Source: an optimization exercise on an open RTL-to-GDS flow (aim: small area, a short achievable clock period and few clock cycles per item). Production flows keep margins and buffers that such runs may drop. Function was checked by simulation only, so behaviour that the tests miss may differ from the original. Power figures rest on the tool's default switching activity, not on a simulated workload.

==> flow/design.v <==
module line_mem_engine #(
    parameter int WORDS_PER_LINE = 16,
    parameter int LINE_BITS      = 32 * WORDS_PER_LINE
) (
    input  logic                 clk,
    input  logic                 rst,
    input  logic                 req_valid,
    output logic                 req_ready,
    input  logic                 req_wr,
    input  logic [31:0]          req_addr,
    input  logic [LINE_BITS-1:0] req_wdata,
    output logic                 resp_valid,
    output logic [LINE_BITS-1:0] resp_rdata,
    output logic                 mem_valid,
    input  logic                 mem_ready,
    output logic                 mem_we,
    output logic [31:0]          mem_addr,
    output logic [31:0]          mem_wdata,
    input  logic                 mem_rvalid,
    input  logic [31:0]          mem_rdata,
    output logic                 err
);
    logic        rdy_q;      
    logic        busy_q;     
    logic        val_q;      
    logic        resp_q;
    logic        err_q;
    logic [3:0]  cnt_q;      
    logic [4:0]  out_q;      
    logic        rdok_q;     
    logic        m_idle_q;   
    logic        m_wlast_q;  
    logic        m_wb_q;     
    logic        m_rd_q;     
    logic        we_q;
    logic [25:0] base_q;
    logic [LINE_BITS-1:0] line_q;
    logic xfer, rd_ok, beat, idle, last_cmd, wfin, last_beat, fin, pre;
    logic rdy_n, val_n, we_n, idle_n;
    logic [4:0] out_n;
    logic [3:0] cnt_n;
    assign xfer      = val_q & mem_ready;
    assign rd_ok     = rdok_q;
    assign beat      = mem_rvalid & rd_ok;
    assign idle      = rdy_q & ~val_q;
    assign last_cmd  = (cnt_q == 4'd15);
    assign wfin      = xfer & we_q & last_cmd;
    assign last_beat = beat & ~val_q & (out_q == 5'd1);
    assign fin       = wfin | last_beat;
    assign pre       = req_valid & (wfin | (last_beat & ~req_wr));
    assign rdy_n  = fin | (rdy_q & ~req_valid);
    assign val_n  = pre | (idle & req_valid) | (val_q & ~(xfer & last_cmd));
    assign we_n   = (idle | fin) ? req_wr : we_q;
    assign cnt_n  = cnt_q + {3'd0, xfer};
    assign idle_n = rdy_n & ~val_n;
    always_comb begin
        out_n = out_q;
        if (xfer && !we_q && !beat)
            out_n = out_q + 5'd1;
        else if (!(xfer && !we_q) && beat)
            out_n = out_q - 5'd1;
    end
    always_ff @(posedge clk or negedge rst) begin
        if (!rst) begin
            rdy_q     <= 1'b1;
            busy_q    <= 1'b0;
            val_q     <= 1'b0;
            resp_q    <= 1'b0;
            err_q     <= 1'b0;
            cnt_q     <= 4'd0;
            out_q     <= 5'd0;
            rdok_q    <= 1'b0;
            m_idle_q  <= 1'b1;
            m_wlast_q <= 1'b0;
            m_wb_q    <= 1'b0;
            m_rd_q    <= 1'b0;
        end else begin
            rdy_q     <= rdy_n;
            busy_q    <= ~rdy_n;
            val_q     <= val_n;
            resp_q    <= fin;
            cnt_q     <= cnt_n;
            out_q     <= out_n;
            rdok_q    <= (out_n != 5'd0);
            if (mem_rvalid && !rd_ok) err_q <= 1'b1;
            m_idle_q  <= idle_n;
            m_wlast_q <= ~idle_n & we_n & (cnt_n == 4'd15);
            m_wb_q    <= ~idle_n & we_n & (cnt_n != 4'd15);
            m_rd_q    <= ~idle_n & ~we_n;
        end
    end
    always_ff @(posedge clk) begin
        if (idle || fin) begin
            we_q   <= req_wr;
            base_q <= req_addr[31:6];
        end
    end
    logic s_ld, s_sh, s_hd;
    assign s_ld = m_idle_q | (m_wlast_q & mem_ready);
    assign s_sh = (m_wb_q & mem_ready) | (m_rd_q & mem_rvalid & rd_ok);
    assign s_hd = ~s_ld & ~s_sh;
    always_ff @(posedge clk) begin
        line_q <= ({LINE_BITS{s_ld}} & req_wdata)
                | ({LINE_BITS{s_sh}} & {mem_rdata, line_q[LINE_BITS-1:32]})
                | ({LINE_BITS{s_hd}} & line_q);
    end
    assign req_ready  = ~busy_q;
    assign resp_valid = resp_q;
    assign resp_rdata = line_q;
    assign mem_valid  = val_q;
    assign mem_we     = we_q;
    assign mem_addr   = {base_q, cnt_q, 2'b00};
    assign mem_wdata  = line_q[31:0];
    assign err        = err_q;
endmodule
clock: 5.5 ns
lec_check: 0
abc_area: 1
cap_margin: 20
core_area: 6 6 414 414
cts_cluster_diameter: 100
cts_cluster_size: 22
die_area: 0 0 420 420
setup_slack_margin: 3.4
slew_margin: 20
standard.sh (not shown) runs the stock make flow with config.mk's settings and CLKGATE_MAP_FILE= SYNTH_SCRIPT=/design/flow/synth_recipe.tcl, a recipe that flattens the netlist after the stock synthesis.
==> flow/flow/run.sh <==
#!/bin/bash
# Standard ORFS layout with two changes: the smallest buffer on every input
# and output port instead of the default port-buffer cell, and the data
# pins of each bit column of the line register placed side by side, in
# shift order (flow/io.tcl), before the standard pin placement.
set -euo pipefail
export BUFFER_PORTS_ARGS="-buffer_cell sky130_fd_sc_hd__buf_1"
export PRE_IO_PLACEMENT_TCL="$(pwd)/flow/io.tcl"
bash standard.sh > standard_flow.log 2>&1
==> flow/flow/io.tcl <==
# Pin order: each of the 32 bit columns of the line shift register gets
# its pins side by side, in shift order: mem_rdata[c], then for words 15
# down to 0 the word's req_wdata and resp_rdata bits, then mem_wdata[c].
# Eight columns go on each edge; the other pins are placed freely.
set edges {bottom right top left}
for {set e 0} {$e < 4} {incr e} {
  set pins {}
  for {set c [expr {$e * 8}]} {$c < [expr {$e * 8 + 8}]} {incr c} {
    lappend pins "mem_rdata\[$c\]"
    for {set j 15} {$j >= 0} {incr j -1} {
      set k [expr {32 * $j + $c}]
      lappend pins "req_wdata\[$k\]" "resp_rdata\[$k\]"
    }
    lappend pins "mem_wdata\[$c\]"
  }
  set_io_pin_constraint -pin_names $pins -region [lindex $edges $e]:* -group -order
}
The starting point produced a clean layout.
Testbench counts at the start, summed over its fixed seeds: cycles 37,500, items 1,600.
Next try:
Settings changed: PLACE_DENSITY set to 0.8, SETUP_SLACK_MARGIN 3.4 to 3.15.
Global-route usage falls by 2.1 points.
Synthesized cell count is unchanged.
Hold slack loses 0.011 ns.
Sequential power falls by 3.1%.
Via count falls by 13%.
Worst setup slack loses 0.068 ns.
First-iteration DRC count falls by 20%.
Power falls by 24%.
Final area falls by 20%.
Wire length falls by 22%.
Area after synthesis is unchanged.
Next try:
==> flow/flow/io.tcl (replaced) <==
# Pin plan. Each of the 32 bit columns of the line shift register gets its
# pins side by side, in shift order: mem_rdata[c], then for words 15 down to
# 0 the word's req_wdata and resp_rdata bits, then mem_wdata[c]. Nine
# columns go on each of the bottom, right and top edges and five on the
# left, where the handshake, clock and reset pins sit between the second
# and third column, so that the select lines they drive reach every part of
# the line register about equally fast. The other pins are placed freely.
set ctl {req_valid req_ready req_wr resp_valid mem_valid mem_we err rst mem_ready clk mem_rvalid}

proc column_pins {c} {
  set pins [list "mem_rdata\[$c\]"]
  for {set j 15} {$j >= 0} {incr j -1} {
    set k [expr {32 * $j + $c}]
    lappend pins "req_wdata\[$k\]" "resp_rdata\[$k\]"
  }
  lappend pins "mem_wdata\[$c\]"
  return $pins
}
set c 0
foreach {side n} {bottom 9 right 9 top 9 left 5} {
  set pins {}
  for {set i 0} {$i < $n} {incr i} {
    if {$side eq "left" && $i == 2} { set pins [concat $pins $ctl] }
    set pins [concat $pins [column_pins $c]]
    incr c
  }
  set region $side:*
  if {$side eq "left"} { set region left:80-340 }
  set_io_pin_constraint -pin_names $pins -region $region -group -order
}
Settings changed: PLACE_DENSITY 0.8 to unset.
After rerunning: Hold slack improves by 0.037 ns. Clock-buffer cell count grows by 2. Power rises by 1.0%. Utilization is about the same. Register-to-register slack got worse by 0.09 ns. First-iteration DRC count increases by 8.8%. Sequential power grows by about 0.8%. Design area is about the same. Wire length goes up by 9.7%. Clock skew shrinks by 0.025 ns.

[separate check: timing with driven ports]
In the flow no input, the clock included, has a driving cell. The finished layouts below were timed again as built, in two steps. Step 1, drivers: a clkbuf_16 drives clk and a buf_2 each remaining input, both assumed. Step 2 also shifts input and output timing later by t, the mid clock arrival at the registers, as if the neighbouring blocks saw the same clock. Three values: ideal ports, drivers, drivers and shift; two values: the first two.
run | t (ns) | setup slack, ns | cell pins on the clock port's net
the first run | 0.712 | 3.186 / 3.121 / 2.724 | 1
the second run | 0.712 | 3.118 / 3.053 / 2.546 | 1
the third run | 0.698 | 3.024 / 3.047 / 2.350 | 1
After both steps every run listed still meets setup and hold. The setup slack of the third run, which loses most, moves by +0.023 ns with the drivers and by -0.674 ns with both steps.
